This design comes from an exercise in tuning for small area, a short achievable clock period and few clock cycles per item on the open sky130 flow, not from production work. Function was checked by simulation only, so behaviour that the tests miss may differ from the original.

## rv_core
module rv_core #(
    parameter int NUM_REGS = 32
) (
    input  logic             clk,
    input  logic             rst_n,
    input  logic             instr_valid,
    input  rv_pkg::instr_t   instr,
    output logic             busy,
    output logic             wb_valid,
    output logic             illegal,
    output rv_pkg::reg_idx_t wb_rd,
    output rv_pkg::xlen_t    wb_data
);
export LEC_CHECK = 0
export ABC_AREA = 1
export CAP_MARGIN = 20
export CORE_MARGIN = 2
export CORE_UTILIZATION = 30
export SETUP_SLACK_MARGIN = 5
export SLEW_MARGIN = 20
create_clock -name core_clock -period 16.0 [get_ports {clk}]
standard.sh (not shown) runs the stock make flow with config.mk's settings and CLKGATE_MAP_FILE= SYNTH_SCRIPT=/design/flow/synth_recipe.tcl, a recipe that flattens the netlist after the stock synthesis.
==> flow/flow/run.sh <==
#!/bin/bash
set -euo pipefail
bash standard.sh SETUP_SLACK_MARGIN=9 "BUFFER_PORTS_ARGS=-buffer_cell sky130_fd_sc_hd__buf_4" finish > standard.log 2>&1
The baseline produced a clean layout.
Testbench counts at the start, summed over its fixed seeds: cycles 34,893, instrs 24,000.
Edit:
- ABC_AREA: 1 -> not set
Outcome: The new run completed without violations. Wire length fell by roughly a tenth. Maximum frequency fell by a few percent. Synthesized area fell by a few percent. Die area fell by a few percent.
Edit:
- ABC_AREA: not set -> 1
- TNS_END_PERCENT: not set -> 10
Wire length grows by 11%.
Hold slack degrades by 38 ps.
Non-clock buffer count shrinks by 218.
Sequential cell count stays the same.
Worst setup slack improves by 370 ps.
Fmax grows by 5.0%.
Final cell count came out higher by 25%.

---

rv_core, a different RTL version from the one above (not shown whole).
Size: roughly 0.083 sq mm of cells after synthesis.
Settings: LEC_CHECK=0, ABC_AREA=1, CAP_MARGIN=20, CORE_MARGIN=2, CORE_UTILIZATION=40, PLACE_DENSITY=0.75, SETUP_SLACK_MARGIN=5, SLEW_MARGIN=20; clock period 16.0 ns.
Scripts as last shown in full above: flow/flow/run.sh
The starting point produced a clean layout.
Testbench counts at the start, summed over its fixed seeds: cycles 34,893, instrs 24,000.
Rerun with:
- CORE_UTILIZATION: 40 -> 30
- PLACE_DENSITY: 0.75 -> not set
Effect:
- clock skew decreases by 0.0096 ns
- cell area increases by a few percent
- core utilization decreases by 11 points
- hold slack stays flat

---

Setup of gamma:
rv_core, a different RTL version from the one above (not shown whole).
Size: about 7600 cells after synthesis, ~1200 flip-flops, about 75 I/O pins.
clock: 16.0 ns
lec_check: 0
cap_margin: 20
core_margin: 2
core_utilization: 30
setup_slack_margin: 5
slew_margin: 20
==> flow/flow/run.sh <==
#!/bin/bash
set -euo pipefail
bash standard.sh SETUP_SLACK_MARGIN=9 finish > standard.log 2>&1
Testbench counts of gamma, summed over its fixed seeds: cycles 34,893, instrs 24,000.
The following lists how delta was set up differently from gamma:
Settings: setting ABC_AREA to 1 for the first time.
Per the comparison of delta with gamma, setup slack after placement picked up an extra 0.50 ns; amount of wire on met2 after detailed routing +about 6%; area of the multi-input gates grew by 0.70%; sum of routed wire length over all layers climbed about 5%; die outline width +about 2.2%. delta: worst setup slack 0.53 ns above gamma. delta went all the way through the flow, and no timing, DRC or antenna check failed. The die area reported for delta is greater than that of gamma by about 4.4%. Core footprint went up by a few percent going from gamma to delta. Max post-route minimum period across delta and gamma: gamma.

---

== job 101 ==
Another version of the RTL of rv_core (not shown whole).
Size: about 7,800 cells after synthesis, roughly 1,200 flip-flops, ~82,000 um^2 of cells after synthesis.
clock: 16.0 ns
lec_check: 0
cap_margin: 20
core_margin: 2
core_utilization: 40
setup_slack_margin: 5
slew_margin: 20
run.sh (not shown) runs the stock make flow with config.mk's settings and CLKGATE_MAP_FILE= SYNTH_SCRIPT=/design/flow/synth_recipe.tcl, a recipe that flattens the netlist after the stock synthesis.
Stock flow here: none of the scripts above is used.
Job 101 ran to completion and came out clean on the timing, DRC and antenna checks.
Testbench counts of job 101, summed over its fixed seeds: cycles 34,853, instrs 24,000.
Modified inputs, job 102 compared to job 101
==> flow/flow/run.sh (new file) <==
#!/bin/bash
set -euo pipefail
bash standard.sh SETUP_SLACK_MARGIN=9 finish > standard.log 2>&1
==> flow/standard.sh (new file) <==
#!/bin/bash
# synth_recipe.tcl (not shown) runs the flow's synth.tcl, then flattens the netlist and writes it again
# the make line also repeats each setting of config.mk as NAME=value (left out here)
make -C /OpenROAD-flow-scripts/flow DESIGN_CONFIG=/design/flow/config.mk WORK_HOME=/design/flow/orfs CLKGATE_MAP_FILE= SYNTH_SCRIPT=/design/flow/synth_recipe.tcl "${@:-finish}"
removed: flow/run.sh
### Flow results
Job 102 finished every step from synthesis to the final layout, and the layout passed the timing, DRC and antenna checks. Capturing element of the worst setup path = acc[56]: job 101; capturing element of the worst setup path = acc[48]: job 102. Min number of buffers other than clock buffers in the final layout across job 101 and job 102: job 101. | largest fanout on the critical path | lower: job 102 |.

[what the ideal ports hide]
The results above use ideal ports. As a check the final layouts listed here were re-extracted and re-timed, cells and wires unchanged. Step 1, drivers: a clkbuf_16 drives clk and a buf_2 each remaining input, both assumed. Step 2, shift: input delay + t, output delay - t, t = (earliest + latest rising clock arrival at the registers) / 2. This alone moves slack from input paths to output paths. Slacks: no drivers / after step 1 / after step 2; pairs: no drivers / after step 1.
run	t, ns	slack for setup (ns)	hold WS [ns]	worst setup path after step 2
the first run of note 1	0.882	8.697 / 8.767 / 7.885	0.493 / 0.493 / 0.493	input to register
the second run of note 1	0.920	8.214 / 8.214 / 7.772	0.531 / 0.531 / 0.531	input to register
the third run of note 1	0.879	8.587 / 8.617 / 7.775	0.493 / 0.493 / 0.493	input to register
the first run of note 2	0.875	8.711 / 8.673 / 7.900	0.479 / 0.479 / 0.479	input to register
the second run of note 2	0.926	8.746 / 8.761 / 7.895	0.481 / 0.481 / 0.481	input to register
gamma	0.926	8.293 / 8.293 / 7.962	0.510 / 0.510 / 0.510	input to register
delta	0.925	8.826 / 8.847 / 7.921	0.486 / 0.486 / 0.486	input to register
job 101	0.918	5.553 / 5.553 / 5.553	0.547 / 0.547 / 0.547	register to register
job 102	0.910	8.169 / 8.169 / 7.738	0.543 / 0.543 / 0.543	input to register
After both steps every run listed still meets setup and hold. The setup slack of delta, which loses most, moves by +0.021 ns with the drivers and by -0.905 ns with both steps.
